Background: an optimization exercise with open tools, aiming at small area, a short achievable clock period and few clock cycles. Do not read the settings as production practice.
At most, simulation tests tie the RTL to the original design; equivalence was not proved.
Only the layout flow was run in runs 1 to 4; the RTL was not checked for function there.
Power figures rest on the tool's default switching activity, not on a simulated workload.

`design/flow/config.mk`:
```
export PLATFORM = sky130hd
export DESIGN_NAME = sgd_dot_product
export DESIGN_NICKNAME = sgd_dot_product
export VERILOG_FILES = /design/flow/design.v
export SDC_FILE = /design/flow/constraint.sdc
export NUM_CORES = 4
export LEC_CHECK = 0
export CAP_MARGIN = 20
export CORE_MARGIN = 2
export CORE_UTILIZATION = 60
export CTS_BUF_LIST = sky130_fd_sc_hd__clkbuf_8
export CTS_CLUSTER_SIZE = 30
export SETUP_SLACK_MARGIN = 2.75
export SLEW_MARGIN = 20
export SYNTH_HIERARCHICAL = 1
export SYNTH_MINIMUM_KEEP_SIZE = 0
export BUFFER_PORTS_ARGS = -buffer_cell sky130_fd_sc_hd__buf_1
```
`design/flow/standard.sh`:
```
#!/bin/bash
# synth_recipe.tcl (not shown) runs the flow's synth.tcl, then flattens the netlist and writes it again
# the make line also repeats each setting of config.mk as NAME=value (left out here)
make -C /OpenROAD-flow-scripts/flow DESIGN_CONFIG=/design/flow/config.mk WORK_HOME=/design/flow/orfs CLKGATE_MAP_FILE= SYNTH_SCRIPT=/design/flow/synth_recipe.tcl "${@:-finish}"
```
`design/flow/constraint.sdc`:
```
create_clock -name core_clock -period 5.0 [get_ports {clk}]
set_input_delay 1.0000 -clock core_clock [delete_from_list [all_inputs] [get_ports {clk}]]
set_output_delay 1.0000 -clock core_clock [all_outputs]
set_load 0.01 [all_outputs]
```
`design/flow/design.v`:
```
package sgd_pkg;
    localparam int NUM_BANKS     = 2;    
    localparam int BITS_PER_BANK = 8;    
    localparam int X_WIDTH       = 32;
    localparam int A_WORD_W      = NUM_BANKS * BITS_PER_BANK;
    localparam int X_WORD_W      = BITS_PER_BANK * X_WIDTH;
    localparam int CFG_W         = 32;
    localparam int DOT_W         = 32;
    localparam int X_ADDR_W      = 6;
    localparam int BIT_IDX_W     = 5;
    localparam int EPOCH_W       = 10;
    localparam int GROUP_W       = CFG_W - 1;   
    localparam int CREDIT_W      = 8;
    localparam int FRAC_BITS     = 4;
    localparam int ACC_WIDTH     = X_WIDTH + FRAC_BITS;
    localparam int STAGES        = 3;
endpackage
import sgd_pkg::*;
module word_reg (
    input  logic                              clk,
    input  logic                              accept,
    input  logic [sgd_pkg::BITS_PER_BANK-1:0] d,
    output logic [sgd_pkg::BITS_PER_BANK-1:0] q
);
    always_ff @(posedge clk)
        q <= accept ? d : '0;
endmodule
import sgd_pkg::*;
module dot_control (
    input  logic                          clk,
    input  logic                          rst_n,
    input  logic                          started,
    input  logic [sgd_pkg::CFG_W-1:0]     number_of_epochs,
    input  logic [sgd_pkg::CFG_W-1:0]     number_of_samples,
    input  logic [sgd_pkg::CFG_W-1:0]     dimension,
    input  logic [sgd_pkg::CFG_W-1:0]     number_of_bits,
    input  logic [sgd_pkg::CREDIT_W-1:0]  x_wr_credit_counter,
    input  logic                          wr_en,
    output logic                          almost_full,
    output logic                          accept,
    output logic [sgd_pkg::X_ADDR_W-1:0]  x_rd_addr,
    output logic [sgd_pkg::BIT_IDX_W-1:0] word_bit,     
    output logic                          word_first,   
    output logic                          word_last     
);
    logic                  running;
    logic                  busy;        
    logic [BIT_IDX_W-1:0]  bit_idx;
    logic [X_ADDR_W-1:0]   chunk_idx;
    logic [GROUP_W-1:0]    group_left;  
    logic [EPOCH_W-1:0]    epoch_left;  
    logic [CREDIT_W-1:0]   credit_idx;  
    logic [BIT_IDX_W-1:0]  bits_last;
    logic [X_ADDR_W-1:0]   chunks_last;
    logic [8:0]            dim_m1;
    logic                  last_bit;
    logic                  last_chunk;
    logic                  last_group;
    logic                  last_epoch;
    logic [BIT_IDX_W-1:0]  bit_inc;
    logic [X_ADDR_W-1:0]   chunk_inc;
    logic                  end_group;
    logic                  end_job;
    logic                  empty_job;
    logic [CREDIT_W-1:0]   credit_next;
    assign dim_m1    = dimension[8:0] - 1'b1;
    assign empty_job = (number_of_epochs[EPOCH_W-1:0] == '0) || (number_of_samples == '0);
    assign bit_inc   = bit_idx + 1'b1;
    assign chunk_inc = chunk_idx + 1'b1;
    assign accept    = wr_en && !almost_full;
    assign end_group = accept && last_bit && last_chunk;
    assign end_job   = end_group && last_group && last_epoch;
    assign credit_next = end_group ? credit_idx + 1'b1 : credit_idx;
    assign x_rd_addr  = chunk_idx;   
    assign word_bit   = bit_idx;
    assign word_first = (bit_idx == '0) && (chunk_idx == '0);
    assign word_last  = last_bit && last_chunk;
    always_ff @(posedge clk)
    begin
        if (!rst_n)
        begin
            busy        <= 1'b0;
            running     <= 1'b0;
            almost_full <= 1'b1;
            bit_idx     <= '0;
            chunk_idx   <= '0;
            group_left  <= '0;
            epoch_left  <= '0;
            credit_idx  <= '0;
        end
        else
        begin
            if (!busy)
            begin
                if (started)
                begin
                    busy        <= 1'b1;
                    bits_last   <= number_of_bits[BIT_IDX_W-1:0] - 1'b1;   
                    chunks_last <= dim_m1[8:3];
                    group_left  <= number_of_samples[CFG_W-1:1];
                    epoch_left  <= number_of_epochs[EPOCH_W-1:0];
                    last_bit    <= (number_of_bits[BIT_IDX_W-1:0] == BIT_IDX_W'(1));
                    last_chunk  <= (dim_m1[8:3] == '0);
                    last_group  <= (number_of_samples[CFG_W-1:1] == GROUP_W'(1));
                    last_epoch  <= (number_of_epochs[EPOCH_W-1:0] == EPOCH_W'(1));
                    running     <= !empty_job;
                    almost_full <= empty_job || (x_wr_credit_counter == '0);
                end
            end
            else
            begin
                almost_full <= !running || end_job || (x_wr_credit_counter == credit_next);
                if (end_job)
                    running <= 1'b0;
            end
            credit_idx <= credit_next;
            if (accept)
            begin
                bit_idx  <= last_bit ? '0 : bit_inc;
                last_bit <= last_bit ? (bits_last == '0) : (bit_inc == bits_last);
                if (last_bit)
                begin
                    chunk_idx  <= last_chunk ? '0 : chunk_inc;
                    last_chunk <= last_chunk ? (chunks_last == '0) : (chunk_inc == chunks_last);
                    if (last_chunk)
                    begin
                        group_left <= last_group ? number_of_samples[CFG_W-1:1] : group_left - 1'b1;
                        last_group <= last_group ? (number_of_samples[CFG_W-1:1] == GROUP_W'(1))
                                                 : (group_left == GROUP_W'(2));
                        if (last_group)
                        begin
                            epoch_left <= epoch_left - 1'b1;
                            last_epoch <= (epoch_left == EPOCH_W'(2));
                        end
                    end
                end
            end
        end
    end
endmodule
module full_adder (
    input  logic a,
    input  logic b,
    input  logic c,
    output logic s,
    output logic co
);
    assign s  = a ^ b ^ c;
    assign co = (a & b) | (a & c) | (b & c);
endmodule
module ks_adder #(
    parameter int N   = 32,
    parameter bit CIN = 1'b0
) (
    input  logic [N-1:0] a,
    input  logic [N-1:0] b,
    output logic [N-1:0] sum
);
    localparam int L = $clog2(N);
    function automatic int last_level(input int l, input int i);
        last_level = 0;
        while (last_level < l && i >= (1 << last_level))
            last_level = last_level + 1;
    endfunction
    logic [N-1:0] g [L+1];
    logic [N-1:0] p [L+1];
    logic [N-1:0] p0;
    assign p0   = a ^ b;
    assign p[0] = p0;
    assign g[0] = CIN ? {a[N-1:1] & b[N-1:1], a[0] | b[0]} : (a & b);
    for (genvar l = 1; l <= L; l++)
    begin : g_level
        localparam int D = 1 << (l - 1);
        for (genvar i = 0; i < N; i++)
        begin : g_node
            if (i < D)
            begin : g_pass
                assign g[l][i] = g[l-1][i];
                assign p[l][i] = p[l-1][i];
            end
            else
            begin : g_comb
                localparam bit PART_INV = last_level(l - 1, i - D) % 2;
                localparam bit WANT_INV = (l - 1) % 2;
                logic gj;
                if (PART_INV == WANT_INV)
                begin : g_same
                    assign gj = g[l-1][i-D];
                end
                else
                begin : g_flip
                    assign gj = ~g[l-1][i-D];
                end
                if (l % 2 == 1)
                begin : g_odd
                    ks_gen_n u_g (.gi(g[l-1][i]), .pi(p[l-1][i]), .gj(gj), .gn(g[l][i]));
                    if (i >= 2 * D)
                    begin : g_p
                        ks_prop_n u_p (.pi(p[l-1][i]), .pj(p[l-1][i-D]), .pn(p[l][i]));
                    end
                    else
                    begin : g_nop
                        assign p[l][i] = 1'b0;   
                    end
                end
                else
                begin : g_even
                    ks_gen u_g (.gni(g[l-1][i]), .pni(p[l-1][i]), .gnj(gj), .g(g[l][i]));
                    if (i >= 2 * D)
                    begin : g_p
                        ks_prop u_p (.pni(p[l-1][i]), .pnj(p[l-1][i-D]), .p(p[l][i]));
                    end
                    else
                    begin : g_nop
                        assign p[l][i] = 1'b0;
                    end
                end
            end
        end
    end
    assign sum[0] = p0[0] ^ CIN;
    for (genvar i = 1; i < N; i++)
    begin : g_sum
        if (last_level(L, i - 1) % 2 == 1)
        begin : g_inv
            assign sum[i] = ~(p0[i] ^ g[L][i-1]);
        end
        else
        begin : g_true
            assign sum[i] = p0[i] ^ g[L][i-1];
        end
    end
endmodule
module ks_gen_n (
    input  logic gi,
    input  logic pi,
    input  logic gj,
    output logic gn
);
    assign gn = ~(gi | (pi & gj));
endmodule
module ks_prop_n (
    input  logic pi,
    input  logic pj,
    output logic pn
);
    assign pn = ~(pi & pj);
endmodule
module ks_gen (
    input  logic gni,
    input  logic pni,
    input  logic gnj,
    output logic g
);
    assign g = ~(gni & (pni | gnj));
endmodule
module ks_prop (
    input  logic pni,
    input  logic pnj,
    output logic p
);
    assign p = ~(pni | pnj);
endmodule
import sgd_pkg::*;
module bank_accumulator (
    input  logic                              clk,
    input  logic                              accept,     
    input  logic [sgd_pkg::BITS_PER_BANK-1:0] a_data,     
    input  logic [sgd_pkg::X_WORD_W-1:0]      x_data,     
    input  logic [sgd_pkg::BIT_IDX_W-1:0]     bit_d,      
    input  logic                              first_d,    
    output logic [sgd_pkg::DOT_W-1:0]         dot_product
);
    localparam int W = X_WIDTH;
    localparam int SLICES = 4;            
    localparam int SLICE_W = W / SLICES;   
    logic [BITS_PER_BANK-1:0] a_bits [SLICES];
    logic [BIT_IDX_W-1:0]     sum_bit;     
    logic                     term_first;  
    logic [W-1:0] m_n [BITS_PER_BANK];
    logic [W-1:0] s1, k1, s2, k2, s3, k3, s4, k4, s5, k5, u, v;
    logic [W-1:0] s5_q, k5_q, k4_q;
    logic [W-1:0] sum_n;
    logic [W-1:0] sum_n_q;
    logic signed [ACC_WIDTH-1:0] shifted;
    logic signed [ACC_WIDTH-1:0] term_q;
    logic signed [ACC_WIDTH-1:0] acc;
    for (genvar c = 0; c < SLICES; c++)
    begin : g_word
        word_reg u_word (
            .clk    (clk),
            .accept (accept),
            .d      (a_data),
            .q      (a_bits[c])
        );
    end
    always_comb
        for (int j = 0; j < BITS_PER_BANK; j++)
            for (int i = 0; i < W; i++)
                m_n[j][i] = ~(a_bits[i / SLICE_W][j] & x_data[j*W + i]);
    generate
        for (genvar i = 0; i < W - 1; i++)                                     
        begin : g_r1                                                            
            full_adder u_fa (.a(m_n[0][i]), .b(m_n[1][i]), .c(m_n[2][i]), .s(s1[i]), .co(k1[i+1])); 
        end                                                                     
        assign s1[W-1] = m_n[0][W-1] ^ m_n[1][W-1] ^ m_n[2][W-1];
        for (genvar i = 0; i < W - 1; i++)                                     
        begin : g_r2                                                            
            full_adder u_fa (.a(m_n[3][i]), .b(m_n[4][i]), .c(m_n[5][i]), .s(s2[i]), .co(k2[i+1])); 
        end                                                                     
        assign s2[W-1] = m_n[3][W-1] ^ m_n[4][W-1] ^ m_n[5][W-1];
        assign k1[0] = 1'b1;
        assign k2[0] = 1'b1;
        for (genvar i = 1; i < W - 1; i++)                                     
        begin : g_r3                                                            
            full_adder u_fa (.a(s1[i]), .b(k1[i]), .c(s2[i]), .s(s3[i]), .co(k3[i+1])); 
        end                                                                     
        assign s3[W-1] = s1[W-1] ^ k1[W-1] ^ s2[W-1];
        assign s3[0] = ~(s1[0] ^ s2[0]);
        assign k3[1] = s1[0] | s2[0];
        assign k3[0] = 1'b1;
        for (genvar i = 1; i < W - 1; i++)                                     
        begin : g_r4                                                            
            full_adder u_fa (.a(k2[i]), .b(m_n[6][i]), .c(m_n[7][i]), .s(s4[i]), .co(k4[i+1])); 
        end                                                                     
        assign s4[W-1] = k2[W-1] ^ m_n[6][W-1] ^ m_n[7][W-1];
        assign s4[0] = ~(m_n[6][0] ^ m_n[7][0]);
        assign k4[1] = m_n[6][0] | m_n[7][0];
        assign k4[0] = 1'b1;
        for (genvar i = 1; i < W - 1; i++)                                     
        begin : g_r5                                                            
            full_adder u_fa (.a(s3[i]), .b(k3[i]), .c(s4[i]), .s(s5[i]), .co(k5[i+1])); 
        end                                                                     
        assign s5[W-1] = s3[W-1] ^ k3[W-1] ^ s4[W-1];
        assign s5[0] = ~(s3[0] ^ s4[0]);
        assign k5[1] = s3[0] | s4[0];
        assign k5[0] = 1'b1;
    endgenerate
    always_ff @(posedge clk)
    begin
        s5_q <= s5;
        k5_q <= k5;
        k4_q <= k4;
    end
    generate
        for (genvar i = 1; i < W - 1; i++)                                     
        begin : g_r6                                                            
            full_adder u_fa (.a(s5_q[i]), .b(k5_q[i]), .c(k4_q[i]), .s(u[i]), .co(v[i+1])); 
        end                                                                     
        assign u[W-1] = s5_q[W-1] ^ k5_q[W-1] ^ k4_q[W-1];
        assign u[0] = s5_q[0];
        assign v[1] = 1'b1;
        assign v[0] = 1'b1;
    endgenerate
    ks_adder #(.N(W), .CIN(1'b1)) u_sum (.a(u), .b(v), .sum(sum_n));
    always_ff @(posedge clk)
    begin
        sum_n_q <= sum_n;
        sum_bit <= bit_d;
    end
    logic [ACC_WIDTH-1:0] sh [6];
    assign sh[0] = {~sum_n_q[W-1], ~sum_n_q, {(FRAC_BITS-1){1'b0}}};
    for (genvar k = 0; k < BIT_IDX_W; k++)
    begin : g_shift
        for (genvar i = 0; i < ACC_WIDTH; i++)
        begin : g_bit
            if (i + (1 << k) < ACC_WIDTH)
                assign sh[k+1][i] = sum_bit[k] ? sh[k][i + (1 << k)] : sh[k][i];
            else
                assign sh[k+1][i] = sum_bit[k] ? sh[k][ACC_WIDTH-1] : sh[k][i];
        end
    end
    assign shifted = sh[BIT_IDX_W];
    always_ff @(posedge clk)
    begin
        term_q     <= shifted;
        term_first <= first_d;
    end
    logic [ACC_WIDTH-1:0] acc_in;
    logic [ACC_WIDTH-1:0] acc_sum;
    assign acc_in = term_first ? '0 : acc;
    ks_adder #(.N(ACC_WIDTH), .CIN(1'b0)) u_acc (.a(acc_in), .b(term_q), .sum(acc_sum));
    always_ff @(posedge clk)
        acc <= acc_sum;
    assign dot_product = acc[ACC_WIDTH-1 -: DOT_W];   
endmodule
import sgd_pkg::*;
module sgd_dot_product (
    input  logic                             clk,
    input  logic                             rst_n,
    input  logic                             started,
    input  logic [sgd_pkg::CFG_W-1:0]        number_of_epochs,
    input  logic [sgd_pkg::CFG_W-1:0]        number_of_samples,
    input  logic [sgd_pkg::CFG_W-1:0]        dimension,
    input  logic [sgd_pkg::CFG_W-1:0]        number_of_bits,
    input  logic [sgd_pkg::A_WORD_W-1:0]     dispatch_axb_a_data,
    input  logic                             dispatch_axb_a_wr_en,
    output logic                             dispatch_axb_a_almost_full,
    input  logic [sgd_pkg::CREDIT_W-1:0]     x_wr_credit_counter,
    output logic [sgd_pkg::X_ADDR_W-1:0]     x_rd_addr,
    input  logic [sgd_pkg::X_WORD_W-1:0]     x_rd_data,
    output logic [sgd_pkg::NUM_BANKS*sgd_pkg::DOT_W-1:0] dot_product,   
    output logic [sgd_pkg::NUM_BANKS-1:0]    dot_product_valid
);
    logic                  accept;
    logic [BIT_IDX_W-1:0]  word_bit;
    logic                  word_first;
    logic                  word_last;
    logic [BIT_IDX_W-1:0]  bit_q   [2];
    logic                  first_q [3];
    logic                  last_q  [STAGES+1];
    logic                  out_valid;
    dot_control u_ctrl (
        .clk                 (clk),
        .rst_n               (rst_n),
        .started             (started),
        .number_of_epochs    (number_of_epochs),
        .number_of_samples   (number_of_samples),
        .dimension           (dimension),
        .number_of_bits      (number_of_bits),
        .x_wr_credit_counter (x_wr_credit_counter),
        .wr_en               (dispatch_axb_a_wr_en),
        .almost_full         (dispatch_axb_a_almost_full),
        .accept              (accept),
        .x_rd_addr           (x_rd_addr),
        .word_bit            (word_bit),
        .word_first          (word_first),
        .word_last           (word_last)
    );
    always_ff @(posedge clk)
    begin
        bit_q[0] <= word_bit;
        bit_q[1] <= bit_q[0];
        if (!rst_n)
        begin
            for (int i = 0; i < 3; i++)
                first_q[i] <= 1'b0;
            for (int i = 0; i <= STAGES; i++)
                last_q[i] <= 1'b0;
            out_valid <= 1'b0;
        end
        else
        begin
            first_q[0] <= accept && word_first;
            last_q[0]  <= accept && word_last;
            for (int i = 1; i < 3; i++)
                first_q[i] <= first_q[i-1];
            for (int i = 1; i <= STAGES; i++)
                last_q[i] <= last_q[i-1];
            out_valid <= last_q[STAGES];   
        end
    end
    genvar b;
    generate
        for (b = 0; b < NUM_BANKS; b++)
        begin : g_bank
            bank_accumulator u_bank (
                .clk         (clk),
                .accept      (accept),
                .a_data      (dispatch_axb_a_data[b*BITS_PER_BANK +: BITS_PER_BANK]),
                .x_data      (x_rd_data),
                .bit_d       (bit_q[1]),
                .first_d     (first_q[2]),
                .dot_product (dot_product[b*DOT_W +: DOT_W])
            );
            assign dot_product_valid[b] = out_valid;
        end
    endgenerate
endmodule
```
`design/flow/flow/run.sh`:
```
#!/bin/bash
# The standard layout (standard.sh, the standard flow's own ORFS flow), except that
# the port buffers are the plain sky130_fd_sc_hd__buf_1 rather than the
# buffer_ports default (a delay buffer); every port still gets one.
set -euo pipefail
echo 'export BUFFER_PORTS_ARGS = -buffer_cell sky130_fd_sc_hd__buf_1' >> config.mk
export BUFFER_PORTS_ARGS="-buffer_cell sky130_fd_sc_hd__buf_1"
cp standard.sh standard_sh.txt
bash standard.sh > standard.log 2>&1
```
==> out/metrics.csv, run 1 <==
metric;value;unit
cp-startpoint;g_bank[1].u_bank.term_first;
synthCells;4084;
synth_top_area_share;28.25;%
rrSetupSlack;2610;ps
cts_made_buffers;97;
area.growth.synth_to_final;22.22;%
vias_per_cell;5.947;
rows;93;
slew_headroom;51.55;%
fin_crit_sh;47.82;%
ys_seq_area_share;29.40;%
p_total;0.02302;W
synth-edff-count;15;
finClkSkew;48.78;ps
synth_seq_cells;568;
grt_pass1_wl;182500;µm
wl_per_cell;22.15;µm
start_kind;flop;
finalSetupViolations;0;
holdWs;325.1;ps
grt_start_max_net_pins;48;
post_route_cells_drive_above_1_share;31.82;%
reg2reg_depth;11;
drtIter0Drc;2877;
clock_latency;720;ps
start_util;60.80;%
post-route-min-period;2391;ps
remaining_drc_errors;0;
rsz0062_at_grt;yes;
final_common_cell;nand2_1;
rr_startpoint;g_bank[1].u_bank.term_first;
synth_area_leaders;dfxtp_1 (28%), fa_1 (19%), nand2_1 (8.1%);
dp_hpwl;93290;µm
path_clk_slew;60;ps
cts_tree;done;
utilization;74.31;%
io_buffers;412;
die_h;259.6;µm
ios;485;
arrival;2980;ps
maxCapViolCount;0;
syn_avg_cell_area;9.597;µm²
endpoint;g_bank[1].u_bank.acc[33];
grt_pass1_vias;32570;
ant_nets;0;
vias;32560;
cts-root-buf;clkbuf_8;
finalHoldViolations;0;
layout_common_cells;nand2_1 (668), dfxtp_1 (472), buf_1 (342), fa_1 (274), a21oi_2 (271);
drt_first_pass_iters;6;
ys.flop_type;dfxtp_1;
fillers;4778;
clockBufferDepth;3;
endpoint_kind;flop;
fin_nets;5459;
antenna_found_initial;7;
worstPathMaxFanout;17;
worst_ir_drop_vdd;276.0;µV
r2r_end;g_bank[1].u_bank.acc[33];
leakage;15.53;nW
fmax;418.2;MHz
synth_area;39190;µm²
drv_slew;0;
async_reset_ff_share;0;%
grt-ovfl-total;0;
track_usage;35.15;%
worst_ep_required_time;5590;ps
gp_congestion;0.9729;
synth.distinct_cells;70;
yosysWarnings;31;
die_w;259.6;µm
outcome;timing/DRC/antenna clean;
tightest_slew;724.0;ps
tns;0;ps
hold_class;flop to flop;
design.die.area;67380;µm²
core;64460;µm²
routed_wl;121300;µm
cts_num_sinks;568;
powerDensity;480.5;nW/µm²
critPathKind;flop to flop;
synth_area_leader_cell;dfxtp_1;
htree_levels;3;
## flip-flops by register name (all words and copies together) (netlist names), 2 cells and up
name and count:
g_bank.u_bank.acc 72, g_bank.u_bank.term_q 72, g_bank.u_bank.g_word.u_word.q 64, g_bank.u_bank.s5_q 64, g_bank.u_bank.sum_n_q 64, g_bank.u_bank.k4_q 62, g_bank.u_bank.k5_q 62, u_ctrl.group_left 31
bit_q 10, g_bank.u_bank.sum_bit 10, u_ctrl.epoch_left 10, u_ctrl.credit_idx 8, u_ctrl.chunk_idx 6, u_ctrl.chunks_last 6, u_ctrl.bit_idx 5, u_ctrl.bits_last 5
last_q 4, first_q 3, g_bank.u_bank.term_first 2
## Yosys stat by module, one instance, submodules excluded, a selection
module	area, µm²	times used
dot_control	4785	1
word_reg	210.2	8
full_adder	20.02	364
ks_prop_n	3.754	230
ks_prop	3.754	184
bank_accumulator	8248	2
sgd_dot_product	432.9	1
ks_gen	5.005	230
ks_gen_n	8.758	312
## Yosys cell counts, drive strengths merged, types with 3 or more instances
cell type / instances
nand2: 849
inv: 88
o21ai: 311
a22oi: 10
or2: 4
nor4: 30
nand4: 11
o21a: 11
mux4: 80
xor2: 82
fa: 364
a221o: 6
dfxtp: 553
xnor3: 4
nor2: 281
nor3b: 5
a21oi: 379
a311oi: 5
nand4b: 4
nor3: 28
a222oi: 3
and3: 14
ha: 153
a2111oi: 3
mux2: 20
clkbuf: 111
o31ai: 6
a211oi: 15
o22ai: 18
a31oi: 19
nand3b: 6
xnor2: 122
o211ai: 21
edfxtp: 15
nand2b: 20
mux2i: 76
nor2b: 78
nand3: 35
a221oi: 6
or3: 7
and2: 82
o221ai: 12
a211o: 5
buf: 110
## worst max-delay path, cell delays in order, from the launching register on
cell     delay (ps)
dfxtp_4         380
buf_12          160
nor2b_1         200
ha_1            340
buf_4           170
a21oi_2         180
o21ai_2         110
a21oi_2         150
o21ai_1         140
a21oi_2         200
o21ai_4          90
xor2_1          150
## logic make-up (layout without fill, tap and decap cells)
| kind of cell | after synthesis | after routing | synth area share (%) |
|---|---|---|---|
| fa+ha+maj | 517 | 517 | 23.48 |
| compound gates | 843 | 844 | 14.84 |
| flops | 568 | 568 | 29.40 |
| xor+xnor | 210 | 210 | 4.910 |
| mux | 176 | 176 | 7.266 |
| other cells | 2 | 13 | 0.01916 |
| buf+inv | 309 | 833 | 3.955 |
| simple gates | 1459 | 1459 | 16.14 |
## worst min-delay path by stage
stage,start,endpoint,cells after the start
2_1_floorplan,bit_q[0][0],bit_q[1][0],0
3_3_place_gp,bit_q[0][2],bit_q[1][2],0
3_5_place_dp,bit_q[0][4],bit_q[1][4],0
6_report,bit_q[0][4],bit_q[1][4],0
5_1_grt,bit_q[0][4],bit_q[1][4],0
4_1_cts,bit_q[0][4],bit_q[1][4],0
## area by class of cell
class                      count  area [µm²]  area share [%]
antenna                        9       22.52         0.04702
clock buffer                 123        1693           3.534
clock inverter                57       556.8           1.162
inverter                      88       350.3          0.7314
multi-input combinational   3210       29270           61.10
sequential                   568       11770           24.57
tap                          855        1070           2.233
timing repair buffer         564        3163           6.603
timing repair inverter         1       8.758         0.01828
## routing by layer
metal	track usage [%]	vias to the layer above	part of all wire (%)
met5	0	-	0
met3	5.331	325	7.3
li1	-	14820	-
met4	15.01	0	4.9
met1	47.20	15800	41
met2	56.94	1615	47
## metrics by stage
step	worst slack [ps]	instance area, µm²	std cells
final	2609	47900	5475
after global routing	2537	47890	5472
after CTS	2582	45770	5407
after detailed placement	1725	41530	5150
after global placement	1767	41530	5150
after floorplan	2333	40000	4086
## power by group
group / switching, W / internal (W) / leakage (nW)
logic: 0.00696 / 0.00487 / 9.55
registers: 0.000831 / 0.00560 / 4.75
clock network: 0.00201 / 0.00275 / 1.23
## timing repair
item	4_1_cts	5_1_grt
gates resized for setup	369	408
cloned	2	2
pin swaps	86	165
hold buffers	0	0
setup endpoints to repair	352	177
buffers inserted	75	57
==> run 2: changes to the inputs <==
--- a/design/flow/config.mk
+++ b/design/flow/config.mk
@@ -7,10 +7,10 @@
 export LEC_CHECK = 0
 export CAP_MARGIN = 20
 export CORE_MARGIN = 2
-export CORE_UTILIZATION = 60
+export CORE_UTILIZATION = 50
 export CTS_BUF_LIST = sky130_fd_sc_hd__clkbuf_8
 export CTS_CLUSTER_SIZE = 30
-export SETUP_SLACK_MARGIN = 2.75
+export SETUP_SLACK_MARGIN = 2.0
 export SLEW_MARGIN = 20
 export SYNTH_HIERARCHICAL = 1
 export SYNTH_MINIMUM_KEEP_SIZE = 0
==> run 2 against run 1 <==
  * Still clean on timing, DRC and antenna
  * Via count down 4.8%
  * Hold slack better by 2.4 ps
  * Flip-flop and latch count is the same
  * Synthesized cell count is the same
  * Count of clock-buffer cells in the layout decreased by 6
  * Sequential share of layout area increased by 2.1 points
  * Combinational power down 18%
  * Highest routed layer is now met5
==> out/metrics.csv, run 2 <==
metric;value;unit
io_buffers;412;
synth_area_leaders;dfxtp_1 (28%), fa_1 (19%), nand2_1 (8.1%);
post_route_cells_drive_above_1_share;13.42;%
reg.largest.list;g_bank.u_bank.acc x72, g_bank.u_bank.term_q x72;
finClkSkew;60.49;ps
ant_nets;0;
synth_area_leader_cell;dfxtp_1;
fin_crit_sh;56.17;%
ys.flop_type;dfxtp_1;
critPathKind;flop to flop;
tightest_slew;960.2;ps
regArea;11530;µm²
crit_chain;fa_1, ha_1, nand2_1, o21ai_1, a21oi_2, o21ai_1, a21oi_2, xnor3_1;
grt_start_max_net_pins;73;
core;77470;µm²
async_reset_ff_share;0;%
layout_common_cells;nand2_1 (849), dfxtp_1 (548), buf_1 (411), fa_1 (364), a21oi_2 (313);
intPower;0.01193;W
combPwrFrac;46.8;%
post-route-min-period;2809;ps
met1_usage;37.28;%
reg2reg_depth;8;
swShare;42.01;%
synthCells;4084;
finalHoldViolations;0;
top_usage_layer;met2;
cpPeakStageDelay;480;ps
gp_congestion;0.9771;
hold_class;flop to flop;
p_seq_share;31.3;%
hp-start;bit_q[0][1];
grt-ovfl-total;0;
holdWs;327.5;ps
fin_nets;5325;
synthTopCellsByCount;nand2_1 (849), dfxtp_1 (553), fa_1 (364);
fmax;356.0;MHz
fillers;7171;
die_w;284.0;µm
synth_top_area_share;28.25;%
ios;485;
start_kind;flop;
cts_setup_buffers;0;
synth_area;39190;µm²
finalWorstSetupSlack;2191;ps
multi_input_area;26140;µm²
worst_hold_path.num_cells;0;
clockBufferDepth;3;
synth-edff-count;15;
start_util;50.59;%
holdPathEnd;bit_q[1][1];
arrival;3380;ps
rsz0062_at_grt;no;
cts-root-buf;clkbuf_8;
worst_ir_drop_vdd;272.7;µV
design.die.area;80640;µm²
finalSetupViolations;0;
worstPathMaxFanout;4;
cts_made_buffers;98;
tns;0;ps
rr_startpoint;g_bank[0].u_bank.s5_q[2];
dp_hpwl;96440;µm
syn_avg_cell_area;9.597;µm²
slew_headroom;35.90;%
synth_seq_cells;568;
endpoint_kind;flop;
grt_pass1_vias;31760;
wl_per_cell;21.25;µm
use_met3;6.342;%
cts_num_sinks;568;
synth.distinct_cells;70;
leakage;13.52;nW
yosysMostFrequentCell;nand2_1;
clkPwrFrac;22.0;%
rrSetupSlack;2190;ps
die_h;284.0;µm
cpMaxStageDelayCell;fa_1;
place_ws;1721;ps
drtIter0Drc;2142;
path_clk_slew;70;ps
remaining_drc_errors;0;
cts_tree;done;
maxCapViolCount;0;
drt_first_pass_iters;6;
worst_ep_required_time;5570;ps
drv_slew;0;
yosysWarnings;31;
grt_pass1_wl;181200;µm
powerDensity;476.6;nW/µm²
grtUsageMet2;47.59;%
clock_latency;730;ps
r2r_end;g_bank[0].u_bank.sum_n_q[31];
vias_per_cell;5.606;
routed_wl;117500;µm
area.growth.synth_to_final;10.11;%
rows;102;
ys_seq_area_share;29.40;%
track_usage;28.86;%
final_common_cell;nand2_1;
p_sw;0.008641;W
antenna_found_initial;40;
outcome;timing/DRC/antenna clean;
htree_levels;3;
vias;31000;
-- run 2: cell counts after synthesis --
Identical to the previous run, type by type.
-- run 2: Yosys stat by module, one instance, submodules excluded, excerpt --
module | copies in the design | cells | flops+latches | area (µm²)
ks_gen_n | 312 | 1 | 0 | 8.758
dot_control | 1 | 590 | 78 | 4785
bank_accumulator | 2 | 855 | 204 | 8248
ks_gen | 230 | 1 | 0 | 5.005
ks_prop | 184 | 1 | 0 | 3.754
sgd_dot_product | 1 | 28 | 18 | 432.9
word_reg | 8 | 16 | 8 | 210.2
ks_prop_n | 230 | 1 | 0 | 3.754
full_adder | 364 | 1 | 0 | 20.02
-- run 2: logic make-up after synthesis --
kind of cell | after synthesis | synth area share, %
compound gates | 843 | 14.84
xor+xnor | 210 | 4.910
fa+ha+maj | 517 | 23.48
buf+inv | 309 | 3.955
flops | 568 | 29.40
mux | 176 | 7.266
other cells | 2 | 0.01916
simple gates | 1459 | 16.14
-- run 2: per-layer routing --
metal  vias to the layer above  part of all wire (%)  wire length (µm)
met5                         -                  0.25               299
met4                        46                   3.5              4112
met3                       291                   6.8              7964
met2                      1132                    47             55300
met1                     14960                    42             49800
li1                      14570                     -                 -
-- run 2: worst max-delay path: cells and delay by family (launching register included) --
family | cells | cell delay, ps
AOI/OAI and AO/OA | 4 | 1060
adders and majority gates | 2 | 890
DFF | 1 | 310
xor gates and xnor gates | 1 | 270
and+or+nand+nor | 1 | 120
-- run 2: through the flow --
stage	power [W]	instances	instance area (µm²)	utilization (%)
2_1_floorplan	0.01362	4086	39200	-
3_3_place_gp	0.01603	5336	40980	52.90
3_5_place_dp	0.01606	5336	40980	52.90
4_1_cts	0.02066	5512	43110	55.64
5_1_grt	0.02189	5519	43130	55.68
6_report	0.02057	5529	43160	55.71
-- run 2: cell type report --
class                      instances  share of cell area, %
sequential                       568                  26.72
antenna                           17                0.09857
clock inverter                    59                  1.194
timing repair buffer             431                  3.917
clock buffer                     117                  3.731
tap                             1040                  3.015
inverter                          88                 0.7654
multi-input combinational       3209                  60.56
-- run 2: power groups by stage --
stage	sequential (W)	combinational (W)	clock [W]
after detailed placement	0.00652	0.00954	0
final	0.00643	0.00962	0.00452
after global routing	0.00655	0.0105	0.00485
after CTS	0.00643	0.00959	0.00465
after global placement	0.00650	0.00952	0
after floorplan	0.00611	0.00751	0
-- run 2: worst max-delay path by stage --
stage / end / start / slack, ps
6_report: g_bank[0].u_bank.sum_n_q[31] / g_bank[0].u_bank.s5_q[2] / 2190
5_1_grt: g_bank[0].u_bank.sum_n_q[31] / g_bank[0].u_bank.s5_q[2] / 2020
4_1_cts: u_ctrl.group_left[20] / u_ctrl.last_bit / 2140
3_5_place_dp: u_ctrl.group_left[7] / dispatch_axb_a_wr_en / 1720
3_3_place_gp: u_ctrl.group_left[7] / dispatch_axb_a_wr_en / 1710
2_1_floorplan: g_bank[0].u_bank.s5_q[31] / x_rd_data[30] / 2230
-- run 2: repair_timing --
| action | CTS | global route |
|---|---|---|
| endpoints found under the setup margin | 14 | 0 |
| hold buffers | 0 | 0 |
| resized for setup | 2 | 0 |
==> run 3: changes to the inputs <==
--- a/design/flow/config.mk
+++ b/design/flow/config.mk
@@ -10,7 +10,7 @@
 export CORE_UTILIZATION = 50
 export CTS_BUF_LIST = sky130_fd_sc_hd__clkbuf_8
 export CTS_CLUSTER_SIZE = 30
-export SETUP_SLACK_MARGIN = 2.0
+export SETUP_SLACK_MARGIN = 2.5
 export SLEW_MARGIN = 20
 export SYNTH_HIERARCHICAL = 1
 export SYNTH_MINIMUM_KEEP_SIZE = 0
==> run 3 against run 2 <==
  * Cell count increased by 0.29%
  * Critical endpoint is now g_bank[0].u_bank.acc[35]
  * Cell area increased by 4.2%
  * Register-to-register slack improved by 250 ps
  * Combinational power increased by 3.7%
  * Fmax increased by 9.8%
  * First-iteration DRC count increased by 6.5%
==> out/metrics.csv, run 3 <==
metric;value;unit
powerDensity;473.0;nW/µm²
placed_cell_area;41700;µm²
rsz0062_at_grt;yes;
crit_top_cell;o21ai_1;
synth_area;39190;µm²
htree_levels;3;
cts_tree;done;
leakage;14.29;nW
dp_hpwl;95020;µm
worst_ir_drop_vdd;263.3;µV
io_buffers;412;
post_route_cells_drive_above_1_share;21.18;%
grt-ovfl-total;0;
worstPathMaxFanout;20;
hold_class;flop to flop;
clock_latency;720;ps
synthCells;4084;
core;77470;µm²
worst_ep_required_time;5580;ps
holdBufCountCts;0;
cp-startpoint;g_bank[0].u_bank.term_first;
vias_per_cell;5.673;
start_util;50.59;%
fin_nets;5342;
outcome;timing/DRC/antenna clean;
fin_crit_sh;51.14;%
post-route-min-period;2557;ps
r2r_end;g_bank[0].u_bank.acc[35];
cts-root-buf;clkbuf_8;
synth_area_leaders;dfxtp_1 (28%), fa_1 (19%), nand2_1 (8.1%);
drtIter0Drc;2282;
endpoint;g_bank[0].u_bank.acc[35];
cpMaxStageDelayCell;dfxtp_4;
maxCapViolCount;0;
arrival;3140;ps
tns;0;ps
yosysMostFrequentCell;nand2_1;
layout_common_cells;nand2_1 (743), dfxtp_1 (517), buf_1 (411), a21oi_2 (294), fa_1 (281);
fmax;391.1;MHz
yosysWarnings;31;
rrSetupSlack;2440;ps
cts_made_buffers;96;
tightest_slew;920.0;ps
final_area;44960;µm²
synth-edff-count;15;
rr_startpoint;g_bank[0].u_bank.term_first;
vias;31460;
remaining_drc_errors;0;
synth_seq_cells;568;
path_clk_slew;70;ps
synth_area_leader_cell;dfxtp_1;
slew_headroom;38.44;%
finalSetupViolations;0;
finClkSkew;39.62;ps
drt_first_pass_iters;7;
die_h;284.0;µm
wl_per_cell;21.44;µm
area.growth.synth_to_final;14.72;%
routed_wl;118900;µm
async_reset_ff_share;0;%
start_kind;flop;
synth.distinct_cells;70;
cpPeakStageDelay;470;ps
die_w;284.0;µm
track_usage;29.15;%
antenna_found_initial;14;
ios;485;
gp_congestion;0.9439;
utilization;58.04;%
ys_seq_area_share;29.40;%
cts_num_sinks;568;
clockBufferDepth;3;
ys.flop_type;dfxtp_1;
design.die.area;80640;µm²
ant_nets;0;
grt_pass1_wl;182700;µm
final_common_cell;nand2_1;
endpoint_kind;flop;
reg.largest.list;g_bank.u_bank.acc x72, g_bank.u_bank.term_q x72;
finalHoldViolations;0;
synth_top_area_share;28.25;%
crit_chain;buf_6, nor2b_1, ha_1, nand2_1, o21ai_1, a21oi_2, o21ai_1, a21oi_2, o21ai_1, xor3_1;
reg2reg_depth;10;
syn_avg_cell_area;9.597;µm²
drv_slew;0;
rows;102;
grt_pass1_vias;32310;
critPathKind;flop to flop;
synthTopCellsByCount;nand2_1 (849), dfxtp_1 (553), fa_1 (364);
grt_start_max_net_pins;73;
-- run 3: how the worst min path moves through the flow --
| stage | startpoint | endpoint | slack [ps] | cells after the start |
|---|---|---|---|---|
| 6_report | bit_q[0][3] | bit_q[1][3] | 330 | 0 |
| 3_3_place_gp | bit_q[0][1] | bit_q[1][1] | 310 | 0 |
| 3_5_place_dp | bit_q[0][3] | bit_q[1][3] | 310 | 0 |
| 5_1_grt | bit_q[0][3] | bit_q[1][3] | 330 | 0 |
| 4_1_cts | bit_q[0][3] | bit_q[1][3] | 330 | 0 |
| 2_1_floorplan | bit_q[0][0] | bit_q[1][0] | 310 | 0 |
-- run 3: modules after synthesis, one instance, submodules excluded, excerpt --
module | times used | cells inside | flip-flops and latches
ks_gen_n | 312 | 1 | 0
full_adder | 364 | 1 | 0
sgd_dot_product | 1 | 28 | 18
dot_control | 1 | 590 | 78
ks_gen | 230 | 1 | 0
word_reg | 8 | 16 | 8
ks_prop | 184 | 1 | 0
-- run 3: kinds of logic after synthesis --
| logic type | count (synthesis) | synth area share (%) |
|---|---|---|
| muxes | 176 | 7.266 |
| buffers and inverters | 309 | 3.955 |
| and+or+nand+nor | 1459 | 16.14 |
| AOI/OAI and AO/OA | 843 | 14.84 |
| DFF | 568 | 29.40 |
| adders and majority gates | 517 | 23.48 |
| xor gates and xnor gates | 210 | 4.910 |
| other | 2 | 0.01916 |
-- run 3: layout make-up --
class | instances | area (µm²)
tap | 1040 | 1301
clock buffer | 116 | 1597
fill | 7000 | 32510
multi-input combinational | 3210 | 27560
inverter | 88 | 332.8
timing repair buffer | 449 | 1901
clock inverter | 60 | 653.1
sequential | 568 | 11580
antenna | 14 | 35.03
-- run 3: worst max-delay path, delay by kind of cell (launching register included) --
kind,cells,cell delay [ps]
fa+ha+maj,1,380
simple gates,2,230
flops,1,470
xor+xnor,1,250
buf+inv,1,230
compound gates,5,840
-- run 3: power by group --
group          total (W)  switching, W  internal [W]
Sequential       0.00646      0.000859       0.00561
Clock            0.00482       0.00203       0.00280
Combinational    0.00998       0.00601       0.00397
Total             0.0213       0.00890        0.0124
-- run 3: metrics by stage --
| stage | total power [W] | worst slack, ps | cells | hold slack [ps] |
|---|---|---|---|---|
| 2_1_floorplan | 0.01364 | 2333 | 4086 | 309.6 |
| 3_3_place_gp | 0.01608 | 1688 | 5336 | 310.7 |
| 3_5_place_dp | 0.01611 | 1698 | 5336 | 314.3 |
| 4_1_cts | 0.02116 | 2337 | 5526 | 328.3 |
| 5_1_grt | 0.02260 | 2330 | 5539 | 334.4 |
| 6_report | 0.02126 | 2443 | 5545 | 325.8 |
-- run 3: routing by layer --
metal	up-vias	GRT usage, %	routed length (µm)
li1	14590	-	-
met1	15360	38.58	50460
met2	1236	47.79	55890
met3	265	4.510	7502
met4	8	12.01	4992
met5	-	0	54
-- run 3: repair_timing --
item | CTS | global route
buffers inserted | 14 | 3
endpoints found under the setup margin | 167 | 78
pin swaps | 17 | 15
gates cloned | 0 | 2
gates resized for setup | 93 | 100
==> run 4: changes to the inputs <==
--- a/design/flow/config.mk
+++ b/design/flow/config.mk
@@ -10,7 +10,7 @@
 export CORE_UTILIZATION = 50
 export CTS_BUF_LIST = sky130_fd_sc_hd__clkbuf_8
 export CTS_CLUSTER_SIZE = 30
-export SETUP_SLACK_MARGIN = 2.5
+export SETUP_SLACK_MARGIN = 3.0
 export SLEW_MARGIN = 20
 export SYNTH_HIERARCHICAL = 1
 export SYNTH_MINIMUM_KEEP_SIZE = 0
==> run 4 against run 3 <==
  * Clock power increased by 4.6%
  * Cell area is 24% higher
  * Via count increased by 8.7%
  * Combinational power rose by 69%
  * Register-to-register slack improved by 90 ps
  * Fmax increased by 3.8%
  * Synthesized cell count unchanged
  * Critical endpoint is now g_bank[1].u_bank.acc[33]
==> out/metrics.csv, run 4 <==
metric;value;unit
path_clk_slew;70;ps
die_w;284.0;µm
cts_tree;done;
io_buffers;412;
dp_hpwl;94870;µm
start_util;50.59;%
slew_headroom;46.54;%
grt_start_max_net_pins;47;
antenna_found_initial;14;
gp_congestion;0.9374;
synth_area_leader_cell;dfxtp_1;
synth_area;39190;µm²
finalSetupViolations;0;
async_reset_ff_share;0;%
maxCapViolCount;0;
rows;102;
combPwrFrac;59.1;%
synth_seq_cells;568;
final_common_cell;nand2_1;
synth-edff-count;15;
rrSetupSlack;2540;ps
vias;34200;
synth_area_leaders;dfxtp_1 (28%), fa_1 (19%), nand2_1 (8.1%);
multi_input_area;33030;µm²
post_route_cells_drive_above_1_share;48.87;%
swShare;42.24;%
ios;485;
ys.flop_type;dfxtp_1;
synthTopCellsByCount;nand2_1 (849), dfxtp_1 (553), fa_1 (364);
cpPeakStageDelay;400;ps
fin_crit_sh;49.25;%
dpl.cell_count;5331;
worst_ir_drop_vdd;331.9;µV
hp-start;bit_q[0][2];
cpMaxStageDelayCell;dfxtp_4;
clockBufferDepth;3;
tightest_slew;801.0;ps
die_h;284.0;µm
fin_nets;5764;
worst_ep_required_time;5590;ps
fmax;406.1;MHz
reg2reg_depth;12;
p_sw;0.01208;W
track_usage;31.74;%
clock_latency;720;ps
design.die.area;80640;µm²
remaining_drc_errors;0;
intPower;0.01652;W
rr_startpoint;g_bank[1].u_bank.term_first;
critPathKind;flop to flop;
cp-startpoint;g_bank[1].u_bank.term_first;
yosysWarnings;31;
layout_common_cells;nand2_1 (509), dfxtp_1 (396), buf_1 (299), buf_4 (284), fa_1 (205);
grt-ovfl-total;0;
grt_pass1_wl;198800;µm
hold_class;flop to flop;
drt_first_pass_iters;5;
clkPwrFrac;17.6;%
final_cells;5963;
syn_avg_cell_area;9.597;µm²
regArea;11880;µm²
arrival;3050;ps
core;77470;µm²
yosysMostFrequentCell;nand2_1;
synth_top_area_share;28.25;%
wl_per_cell;22.93;µm
tns;0;ps
p_seq_share;23.3;%
cts_made_buffers;98;
synthCells;4084;
drtIter0Drc;2400;
drv_slew;0;
outcome;timing/DRC/antenna clean;
ys_seq_area_share;29.40;%
vias_per_cell;5.736;
htree_levels;3;
endpoint_kind;flop;
holdPathEnd;bit_q[1][2];
fillers;5549;
crit_chain;buf_6, buf_6, buf_16, nor2b_4, ha_4, a21oi_4, o21ai_4, a21oi_2, o21ai_2, a21oi_2, o21ai_2, xor2_1;
worst-path-buf-inv;3;
cts-root-buf;clkbuf_8;
finClkSkew;57.72;ps
holdBufCountCts;0;
powerDensity;513.7;nW/µm²
post-route-min-period;2463;ps
reg.largest.list;g_bank.u_bank.acc x72, g_bank.u_bank.term_q x72;
synth.distinct_cells;70;
r2r_end;g_bank[1].u_bank.acc[33];
routed_wl;136700;µm
ant_nets;0;
leakage;18.76;nW
worstPathMaxFanout;6;
utilization;71.86;%
grt_pass1_vias;34770;
start_kind;flop;
worst_hold_path.num_cells;0;
rsz0062_at_grt;yes;
area.growth.synth_to_final;42.03;%
finalHoldViolations;0;
cts_num_sinks;568;
cpLargestDelayFamily;compound AO/OA/AOI/OAI gates;
[run 4: worst max-delay path by stage]
stage | cells after the start | to
2_1_floorplan | 4 | g_bank[0].u_bank.s5_q[21]
3_5_place_dp | 6 | u_ctrl.group_left[16]
4_1_cts | 8 | g_bank[0].u_bank.sum_n_q[31]
5_1_grt | 11 | g_bank[0].u_bank.acc[34]
3_3_place_gp | 8 | u_ctrl.last_chunk
6_report | 12 | g_bank[1].u_bank.acc[33]
[run 4: what timing repair did]
action | 4_1_cts | 5_1_grt
buffers inserted | 284 | 150
pin swaps | 438 | 398
setup endpoints to repair | 447 | 379
resized for setup | 1161 | 622
hold endpoints to repair | 0 | 0
gates cloned | 9 | 1
[run 4: area by class of cell]
type / instances / area share, %
antenna: 10 / 0.04495
timing repair buffer: 868 / 12.08
multi-input combinational: 3210 / 59.33
tap: 1040 / 2.338
clock inverter: 53 / 1.126
sequential: 568 / 21.33
clock buffer: 125 / 3.091
inverter: 88 / 0.6473
timing repair inverter: 1 / 0.01573
[run 4: metrics by stage]
| stage | setup WS [ps] | hold slack [ps] | area, µm² | power (W) |
|---|---|---|---|---|
| 6_report | 2537 | 330.1 | 55670 | 0.02860 |
| 4_1_cts | 2612 | 331.7 | 51580 | 0.02547 |
| 5_1_grt | 2491 | 333.3 | 55660 | 0.02985 |
| 3_5_place_dp | 1753 | 313.5 | 42210 | 0.01624 |
| 3_3_place_gp | 1783 | 310.3 | 42210 | 0.01623 |
| 2_1_floorplan | 2333 | 309.6 | 40580 | 0.01378 |
[run 4: per-module statistics from Yosys (local to each module, per instance), excerpt]
module            copies in the design  area [µm²]
bank_accumulator                     2        8248
dot_control                          1        4785
sgd_dot_product                      1       432.9
word_reg                             8       210.2
full_adder                         364       20.02
ks_gen_n                           312       8.758
ks_gen                             230       5.005
ks_prop                            184       3.754
ks_prop_n                          230       3.754
[run 4: kinds of logic (layout without fill, tap and decap cells)]
logic type / after synthesis / after routing / share of synthesized area (%)
AO/OA/AOI/OAI: 843 / 844 / 14.84
XOR/XNOR: 210 / 210 / 4.910
adder cells (fa/ha/maj): 517 / 517 / 23.48
buffers and inverters: 309 / 1135 / 3.955
flip-flops: 568 / 568 / 29.40
multiplexers: 176 / 176 / 7.266
other: 2 / 14 / 0.01916
AND/OR/NAND/NOR: 1459 / 1459 / 16.14
[run 4: routing by layer]
layer | vias to the layer above | global-route usage, % | part of all wire [%]
li1 | 15450 | - | -
met1 | 16840 | 41.38 | 40
met2 | 1469 | 53.09 | 49
met3 | 440 | 4.421 | 6.0
met4 | 6 | 13.22 | 5.1
met5 | - | 0 | 0.028
[run 4: power groups by stage]
stage,logic [W],clock network [W],registers [W]
finish,0.0169,0.00504,0.00667
CTS,0.0138,0.00511,0.00656
global route,0.0178,0.00531,0.00677
detailed placement,0.00970,0,0.00654
floorplan,0.00767,0,0.00611
global placement,0.00971,0,0.00652
==> run 5: changes to the inputs <==
--- a/design/flow/design.v
+++ b/design/flow/design.v
@@ -156,7 +156,12 @@
     input  logic [N-1:0] b,
     output logic [N-1:0] sum
 );
-    localparam int L = $clog2(N);
+    function automatic int levels_for(input int n);
+        levels_for = 0;
+        while ((1 << levels_for) < n)
+            levels_for = levels_for + 1;
+    endfunction
+    localparam int L = levels_for(N);
     function automatic int last_level(input int l, input int i);
         last_level = 0;
         while (last_level < l && i >= (1 << last_level))
--- a/design/flow/config.mk
+++ b/design/flow/config.mk
@@ -10,7 +10,7 @@
 export CORE_UTILIZATION = 50
 export CTS_BUF_LIST = sky130_fd_sc_hd__clkbuf_8
 export CTS_CLUSTER_SIZE = 30
-export SETUP_SLACK_MARGIN = 3.0
+export SETUP_SLACK_MARGIN = 2.75
 export SLEW_MARGIN = 20
 export SYNTH_HIERARCHICAL = 1
 export SYNTH_MINIMUM_KEEP_SIZE = 0
==> run 5 against run 4 <==
  * Highest routed layer unchanged
  * Count of clock-buffer cells in the layout decreased by 4
  * Wire length shrank 8.8%
  * Sequential share of layout area increased by 3.2 points
  * Power is 22% lower
  * Combinational power fell by 31%
  * Cell area decreased by 14%
  * Hold slack worse by 4.4 ps
  * Utilization is 9.9 points lower
==> out/metrics.csv, run 5 <==
metric;value;unit
outcome;timing/DRC/antenna clean;
tns;0;ps
cpLargestDelayFamily;adder cells;
synth_top_area_share;28.25;%
clockBufferDepth;3;
grt-ovfl-total;0;
yosysMostFrequentCell;nand2_1;
cts_made_buffers;97;
synthTopCellsByCount;nand2_1 (849), dfxtp_1 (553), fa_1 (364);
reg2reg_depth;8;
swShare;42.59;%
fillers;6669;
layout_common_cells;nand2_1 (679), dfxtp_1 (465), buf_1 (332), fa_1 (270), a21oi_2 (268);
leakage;15.51;nW
reg.largest.list;g_bank.u_bank.acc x72, g_bank.u_bank.term_q x72;
cpPeakStageDelay;660;ps
synth_top_family_by_area;adder cells;
syn_avg_cell_area;9.597;µm²
cp.depth;8;
ys.flop_type;dfxtp_1;
die_w;284.0;µm
io_buffers;412;
gp_congestion;0.9627;
endpoint_kind;flop;
finClkSkew;30.75;ps
post_route_cells_drive_above_1_share;32.18;%
fin_nets;5482;
rsz0062_at_grt;yes;
rrSetupSlack;2620;ps
fin_crit_sh;47.51;%
powerDensity;466.2;nW/µm²
remaining_drc_errors;0;
start_kind;flop;
routed_wl;124700;µm
clock_latency;720;ps
synthCells;4084;
cp-startpoint;g_bank[1].u_bank.s5_q[2];
regArea;11780;µm²
tightest_slew;818.2;ps
finalHoldViolations;0;
intPower;0.01284;W
worst_hold_path.num_cells;0;
p_total;0.02237;W
crit_top_cell;a21oi_4;
endpoint;g_bank[1].u_bank.sum_n_q[31];
synth_adder_area_share;23.48;%
track_usage;29.73;%
synth.distinct_cells;70;
synth_seq_cells;568;
htree_levels;3;
drtIter0Drc;2159;
grt_pass1_vias;32400;
clkPwrFrac;19.3;%
synthMuxAreaShare;7.266;%
cts-root-buf;clkbuf_8;
hold_class;flop to flop;
synth-edff-count;15;
worstPathMaxFanout;4;
worst_ir_drop_vdd;283.0;µV
crit_chain;fa_2, ha_4, a21oi_4, o21ai_4, a21oi_4, o21ai_2, a21oi_2, xnor3_1;
yosysWarnings;31;
die_h;284.0;µm
synth-simple-area-share;16.14;%
final_common_cell;nand2_1;
dp_hpwl;96970;µm
fmax;421.0;MHz
arrival;2960;ps
worst-path-buf-inv;0;
multi_input_area;29220;µm²
worst_ep_required_time;5580;ps
drv_slew;0;
synth_area_leaders;dfxtp_1 (28%), fa_1 (19%), nand2_1 (8.1%);
cts_tree;done;
vias_per_cell;5.663;
synth_xor_area_share;4.910;%
path_clk_slew;70;ps
synth_compound_area_share;14.84;%
vias;32140;
start_util;50.59;%
critPathKind;flop to flop;
antenna_found_initial;22;
core;77470;µm²
p_seq_share;28.9;%
cpMaxStageDelayCell;fa_2;
r2r_end;g_bank[1].u_bank.sum_n_q[31];
drt_first_pass_iters;5;
maxCapViolCount;0;
ant_nets;0;
combPwrFrac;51.9;%
p_sw;0.009529;W
design.die.area;80640;µm²
area.growth.synth_to_final;22.46;%
post-route-min-period;2375;ps
rows;102;
synth_area_leader_cell;dfxtp_1;
async_reset_ff_share;0;%
grt_pass1_wl;185600;µm
synth_area;39190;µm²
finalSetupViolations;0;
ys_seq_area_share;29.40;%
slew_headroom;44.04;%
cts_num_sinks;568;
rr_startpoint;g_bank[1].u_bank.s5_q[2];
hp-start;bit_q[0][4];
ios;485;
grt_start_max_net_pins;74;
wl_per_cell;21.96;µm
[run 5: kinds of logic after synthesis]
logic type | after synthesis
compound gates | 843
xor+xnor | 210
fa+ha+maj | 517
buf+inv | 309
flops | 568
mux | 176
other cells | 2
simple gates | 1459
[run 5: what timing repair did]
action,CTS,global route
setup endpoints to repair,366,161
hold buffers,0,0
pin swaps,57,197
gates resized for setup,421,364
gates cloned,2,5
setup buffers,69,83
[run 5: worst min-delay path by stage]
| stage | slack [ps] | to |
|---|---|---|
| 6_report | 330 | bit_q[1][4] |
| 5_1_grt | 330 | bit_q[1][4] |
| 4_1_cts | 330 | bit_q[1][2] |
| 3_5_place_dp | 310 | bit_q[1][2] |
| 3_3_place_gp | 310 | bit_q[1][0] |
| 2_1_floorplan | 310 | bit_q[1][0] |
[run 5: worst register-to-register path: cells and delay by family, from the launching register on]
family | cells | cell delay (ps)
AO/OA/AOI/OAI | 5 | 730
XOR/XNOR | 1 | 280
flip-flops | 1 | 320
adder cells (fa/ha/maj) | 2 | 910
[run 5: per-module statistics from Yosys (local to each module, per instance), a selection]
module	times used	flops+latches	area, µm²
ks_gen	230	0	5.005
dot_control	1	78	4785
full_adder	364	0	20.02
sgd_dot_product	1	18	432.9
bank_accumulator	2	204	8248
ks_prop	184	0	3.754
word_reg	8	8	210.2
ks_prop_n	230	0	3.754
ks_gen_n	312	0	8.758
[run 5: power groups by stage]
stage / clock network, W / registers (W) / logic, W
CTS: 0.00444 / 0.00644 / 0.0103
global placement: 0 / 0.00651 / 0.00953
detailed placement: 0 / 0.00653 / 0.00953
floorplan: 0 / 0.00611 / 0.00753
finish: 0.00432 / 0.00646 / 0.0116
global route: 0.00464 / 0.00657 / 0.0125
[run 5: final cells by class]
class | count | area share [%]
inverters | 88 | 0.7664
clock buffers | 121 | 3.470
multi-input cells | 3210 | 60.87
diodes | 9 | 0.04693
clock inverters | 52 | 0.7430
repair buffers | 587 | 6.817
repair inverters | 1 | 0.01825
well taps | 1040 | 2.711
flip-flops and latches | 568 | 24.55
[run 5: stage by stage]
stage                     hold slack (ps)  setup slack [ps]  util, %  instances  instance area, µm²
after floorplan                     309.6              2333        -       4086               40000
after global placement              310.7              1748    53.91       5335               41760
after detailed placement            312.1              1725    53.91       5335               41760
after CTS                           327.7              2555    59.18       5579               45840
after global routing                329.9              2582    61.94       5671               47980
final                               325.7              2625    61.96       5676               47990
[run 5: layer usage]
metal	track usage, %	share of wire (%)	routed length (µm)	vias to the layer above
met5	0	0.15	184	-
met4	9.263	3.6	4447	26
met3	5.812	7.0	8775	277
met2	49.13	47	58730	1266
met1	39.43	42	52520	15710
li1	-	-	-	14860
Testbench counts of run 5, summed over its fixed seeds: cycles 30,616.
==> run 6: changes to the inputs <==
--- a/design/flow/config.mk
+++ b/design/flow/config.mk
@@ -10,7 +10,7 @@
 export CORE_UTILIZATION = 50
 export CTS_BUF_LIST = sky130_fd_sc_hd__clkbuf_8
 export CTS_CLUSTER_SIZE = 30
-export SETUP_SLACK_MARGIN = 2.75
+export SETUP_SLACK_MARGIN = 2.9
 export SLEW_MARGIN = 20
 export SYNTH_HIERARCHICAL = 1
 export SYNTH_MINIMUM_KEEP_SIZE = 0
==> run 6 against run 5 <==
  * Still clean on timing, DRC and antenna
  * Via count increased by 5.2%
  * Hold slack got worse by 0.95 ps
  * Cell area up 12%
  * Sequential power up 3.3%
  * Global-route usage up 1.5 points
  * Non-clock buffer count up 205
  * Flip-flop and latch count did not move
  * Power increased by 23%
  * Synthesized cell count unchanged
  * Wire length grew 8.0%
  * Register-to-register slack got worse by 80 ps
  * Largest cell class unchanged
==> out/metrics.csv, run 6 <==
metric;value;unit
path_clk_slew;60;ps
vias_per_cell;5.744;
start_kind;flop;
swShare;42.68;%
die_h;284.0;µm
slew_headroom;48.42;%
fin_nets;5689;
synth_seq_cells;568;
leakage;17.88;nW
htree_levels;3;
cts-root-buf;clkbuf_8;
clkPwrFrac;16.8;%
ant_nets;0;
synth_area;39190;µm²
die_w;284.0;µm
post-route-min-period;2452;ps
utilization;69.63;%
final_common_cell;nand2_1;
critPathKind;flop to flop;
grt_start_max_net_pins;47;
p_seq_share;24.2;%
worst_ep_required_time;5560;ps
dp_hpwl;94750;µm
vias;33820;
fillers;5766;
place_ws;1788;ps
yosysMostFrequentCell;nand2_1;
antenna_found_initial;7;
outcome;timing/DRC/antenna clean;
synth_area_leader_cell;dfxtp_1;
yosysWarnings;31;
synth.distinct_cells;70;
regArea;11870;µm²
cts_num_sinks;568;
ios;485;
p_sw;0.01176;W
arrival;3010;ps
grt_pass1_vias;34240;
finalWorstSetupSlack;2548;ps
finClkSkew;54.33;ps
synthCells;4084;
p_total;0.02756;W
synthTopCellsByCount;nand2_1 (849), dfxtp_1 (553), fa_1 (364);
finalHoldViolations;0;
finalSetupViolations;0;
cts_made_buffers;98;
cts_tree;done;
remaining_drc_errors;0;
fmax;407.8;MHz
start_util;50.59;%
hold_class;flop to flop;
multi_input_area;32300;µm²
placed_cell_area;41950;µm²
grt_pass1_wl;195700;µm
post_route_cells_drive_above_1_share;44.48;%
clock_latency;730;ps
endpoint_kind;flop;
tightest_slew;754.2;ps
tns;0;ps
design.die.area;80640;µm²
synth-edff-count;15;
syn_avg_cell_area;9.597;µm²
maxCapViolCount;0;
worstPathMaxFanout;4;
drv_slew;0;
clockBufferDepth;3;
holdBufCountCts;0;
fin_crit_sh;49.05;%
powerDensity;511.0;nW/µm²
gp_congestion;0.9462;
drt_first_pass_iters;5;
synth_top_area_share;28.25;%
routed_wl;134600;µm
wl_per_cell;22.86;µm
final_area;53940;µm²
area.growth.synth_to_final;37.63;%
rows;102;
drtIter0Drc;2574;
async_reset_ff_share;0;%
ys.flop_type;dfxtp_1;
intPower;0.01580;W
track_usage;31.22;%
grt-ovfl-total;0;
reg.largest.list;g_bank.u_bank.acc x72, g_bank.u_bank.term_q x72;
worst_ir_drop_vdd;314.8;µV
io_buffers;412;
ys_seq_area_share;29.40;%
rsz0062_at_grt;yes;
synth_area_leaders;dfxtp_1 (28%), fa_1 (19%), nand2_1 (8.1%);
layout_common_cells;nand2_1 (565), dfxtp_1 (402), buf_1 (323), buf_4 (249), fa_1 (229);
core;77470;µm²
combPwrFrac;59.0;%
==> run 6: stage by stage <==
step | hold WS (ps) | instances
floorplan | 309.6 | 4086
global placement | 312.1 | 5331
detailed placement | 312.1 | 5331
CTS | 324.7 | 5759
global route | 332.0 | 5885
finish | 324.7 | 5888
==> run 6: Yosys stat by module, one instance, submodules excluded, excerpt <==
module / area [µm²] / cells / flip-flops and latches / copies in the design
ks_gen_n: 8.758 / 1 / 0 / 312
sgd_dot_product: 432.9 / 28 / 18 / 1
ks_gen: 5.005 / 1 / 0 / 230
full_adder: 20.02 / 1 / 0 / 364
dot_control: 4785 / 590 / 78 / 1
ks_prop_n: 3.754 / 1 / 0 / 230
==> run 6: kinds of logic (layout without fill, tap and decap cells) <==
group	Yosys count	in the layout	share of synthesized area, %
and+or+nand+nor	1459	1459	16.14
AOI/OAI and AO/OA	843	845	14.84
DFF	568	568	29.40
adders and majority gates	517	517	23.48
buffers and inverters	309	1059	3.955
xor gates and xnor gates	210	210	4.910
muxes	176	176	7.266
other	2	14	0.01916
==> run 6: final timing paths <==
check                       startpoint                      endpoint  slack, ps  depth (start not counted)
min reg2reg                bit_q[0][2]                   bit_q[1][2]        320                          0
max          g_bank[0].u_bank.k4_q[10]  g_bank[0].u_bank.sum_n_q[31]       2550                          8
min                        bit_q[0][2]                   bit_q[1][2]        320                          0
max reg2reg  g_bank[0].u_bank.k4_q[10]  g_bank[0].u_bank.sum_n_q[31]       2550                          8
==> run 6: final cells by class <==
cell class                 count  area share [%]
tap                         1040           2.412
clock inverter                61          0.9951
timing repair buffer         792           10.98
sequential                   568           22.00
inverter                      88          0.6819
antenna                       10         0.04639
timing repair inverter         1         0.01624
clock buffer                 117           2.985
multi-input combinational   3211           59.89
==> run 6: timing repair <==
action                      CTS  global route
pin swaps                   389           340
setup endpoints to repair   423           308
gates cloned                  9             2
resized for setup          1046           554
setup buffers               241           117
==> run 6: power by group through the flow <==
stage                     Clock [W]  Combinational [W]  Sequential, W
after floorplan                   0            0.00761        0.00611
after global placement            0            0.00962        0.00651
after detailed placement          0            0.00963        0.00654
after CTS                   0.00473             0.0130        0.00655
after global routing        0.00492             0.0171        0.00677
final                       0.00463             0.0163        0.00667
==> run 6: critical path, stage by stage (launching register included) <==
cell	delay, ps
dfxtp_2	320
fa_1	590
ha_4	250
a21oi_4	200
o21ai_4	90
a21oi_2	200
o21ai_2	110
a21oi_4	200
xnor3_2	350
==> run 6: metal layers <==
layer  global-route usage (%)  vias to the layer above  wire length (µm)
li1                         -                    15280                 -
met1                    40.77                    16740             55170
met2                    52.62                     1425             65480
met3                    4.341                      375              7638
met4                    12.00                        0              6310
met5                        0                        -                 0
==> run 7: changes to the inputs <==
--- a/design/flow/config.mk
+++ b/design/flow/config.mk
@@ -10,7 +10,7 @@
 export CORE_UTILIZATION = 50
 export CTS_BUF_LIST = sky130_fd_sc_hd__clkbuf_8
 export CTS_CLUSTER_SIZE = 30
-export SETUP_SLACK_MARGIN = 2.9
+export SETUP_SLACK_MARGIN = 2.65
 export SLEW_MARGIN = 20
 export SYNTH_HIERARCHICAL = 1
 export SYNTH_MINIMUM_KEEP_SIZE = 0
==> run 7 against run 6 <==
  * First-iteration DRC count shrank 20%
  * Register-to-register slack hardly changed
  * Clock power increased by 2%
  * Largest cell class unchanged
  * Highest routed layer is now met5
==> out/metrics.csv, run 7 <==
metric;value;unit
rsz0062_at_grt;yes;
syn_avg_cell_area;9.597;µm²
grt_start_max_net_pins;74;
crit_chain;fa_2, ha_4, a21oi_4, o21ai_4, a21oi_2, o21ai_2, a21oi_2, xnor3_2;
finalSetupViolations;0;
synth_area;39190;µm²
layout_common_cells;nand2_1 (723), dfxtp_1 (490), buf_1 (410), a21oi_2 (279), fa_1 (274);
final_common_cell;nand2_1;
synth_area_leaders;dfxtp_1 (28%), fa_1 (19%), nand2_1 (8.1%);
endpoint_kind;flop;
multi_input_area;28390;µm²
fin_crit_sh;48.92;%
fmax;408.9;MHz
drtIter0Drc;2059;
synth.distinct_cells;70;
rrSetupSlack;2550;ps
synth_area_leader_cell;dfxtp_1;
finalHoldViolations;0;
die_h;284.0;µm
start_kind;flop;
holdBufCountCts;0;
synthCells;4084;
vias;31480;
start_util;50.59;%
synth_top_area_share;28.25;%
maxCapViolCount;0;
antenna_found_initial;14;
outcome;timing/DRC/antenna clean;
routed_wl;119400;µm
area.growth.synth_to_final;17.87;%
holdWs;325.6;ps
ys_seq_area_share;29.40;%
fillers;6904;
synth-edff-count;15;
grt-ovfl-total;0;
reg2reg_depth;8;
grt_pass1_wl;182400;µm
worst_ep_required_time;5560;ps
ant_nets;0;
crit_top_cell;a21oi_2;
cpMaxStageDelayCell;fa_2;
hold_class;flop to flop;
track_usage;29.08;%
cts_made_buffers;99;
placed_cell_area;41720;µm²
cts-root-buf;clkbuf_8;
holdPathEnd;bit_q[1][3];
rr_startpoint;g_bank[0].u_bank.s5_q[2];
synth_seq_cells;568;
run 7: cell counts after synthesis:
No cell type changed its count.
run 7: per-module statistics from Yosys (local to each module, per instance), a selection:
module / area (µm²) / copies in the design / cells
ks_gen_n: 8.758 / 312 / 1
word_reg: 210.2 / 8 / 16
ks_prop_n: 3.754 / 230 / 1
bank_accumulator: 8248 / 2 / 855
sgd_dot_product: 432.9 / 1 / 28
ks_gen: 5.005 / 230 / 1
dot_control: 4785 / 1 / 590
ks_prop: 3.754 / 184 / 1
full_adder: 20.02 / 364 / 1
run 7: metrics by stage:
| step | util (%) | setup WS (ps) | cells | power (W) |
|---|---|---|---|---|
| floorplan | - | 2333 | 4086 | 0.01364 |
| global placement | 53.86 | 1712 | 5335 | 0.01606 |
| detailed placement | 53.86 | 1709 | 5335 | 0.01609 |
| CTS | 58.13 | 2556 | 5538 | 0.02129 |
| global route | 59.64 | 2518 | 5585 | 0.02328 |
| finish | 59.64 | 2554 | 5585 | 0.02191 |
run 7: cell type report:
| type | instances | area share (%) |
|---|---|---|
| Antenna cell | 11 | 0.05958 |
| Clock buffer | 113 | 3.366 |
| Clock inverter | 63 | 1.373 |
| Inverter | 88 | 0.7719 |
| Multi-Input combinational cell | 3210 | 61.45 |
| Sequential cell | 568 | 25.22 |
| Tap cell | 1040 | 2.817 |
| Timing Repair Buffer | 491 | 4.929 |
| Timing Repair inverter | 1 | 0.01896 |
run 7: worst max-delay path by stage:
stage	from	cells after the start	slack (ps)	end
after floorplan	x_rd_data[85]	4	2330	g_bank[0].u_bank.s5_q[21]
after global placement	dispatch_axb_a_wr_en	7	1710	u_ctrl.group_left[7]
after detailed placement	dispatch_axb_a_wr_en	6	1710	u_ctrl.group_left[16]
after CTS	g_bank[0].u_bank.k4_q[2]	8	2560	g_bank[0].u_bank.sum_n_q[31]
after global routing	g_bank[0].u_bank.s5_q[8]	8	2520	g_bank[0].u_bank.sum_n_q[31]
final	g_bank[0].u_bank.s5_q[2]	8	2550	g_bank[0].u_bank.sum_n_q[31]
run 7: per-layer routing:
layer	global-route usage [%]	vias up	wire, µm
met1	39.56	15460	52060
met2	47.84	1093	56640
met5	0	-	13
met4	10.01	2	4290
met3	3.859	227	6435
li1	-	14700	-
run 7: cell families (layout without fill, tap and decap cells):
family	count (synthesis)	count (layout)	synth area share, %
and+or+nand+nor	1459	1459	16.14
AOI/OAI and AO/OA	843	844	14.84
DFF	568	568	29.40
adders and majority gates	517	517	23.48
buffers and inverters	309	756	3.955
xor gates and xnor gates	210	210	4.910
muxes	176	176	7.266
other	2	15	0.01916
run 7: timing repair:
item,4_1_cts,5_1_grt
buffers inserted,25,35
pin swaps,31,61
endpoints found under the setup margin,258,113
resized for setup,221,223
cloned,2,1
run 7: worst reg2reg max path, cell delays in order (launching register included):
cell	delay, ps
dfxtp_1	320
fa_2	610
ha_4	240
a21oi_4	160
o21ai_4	90
a21oi_2	180
o21ai_2	90
a21oi_2	250
xnor3_2	360
run 7: power breakdown:
group	leakage [nW]	internal (W)	switching (W)
logic	8.71	0.00438	0.00638
registers	4.74	0.00560	0.000831
clock network	1.24	0.00278	0.00193
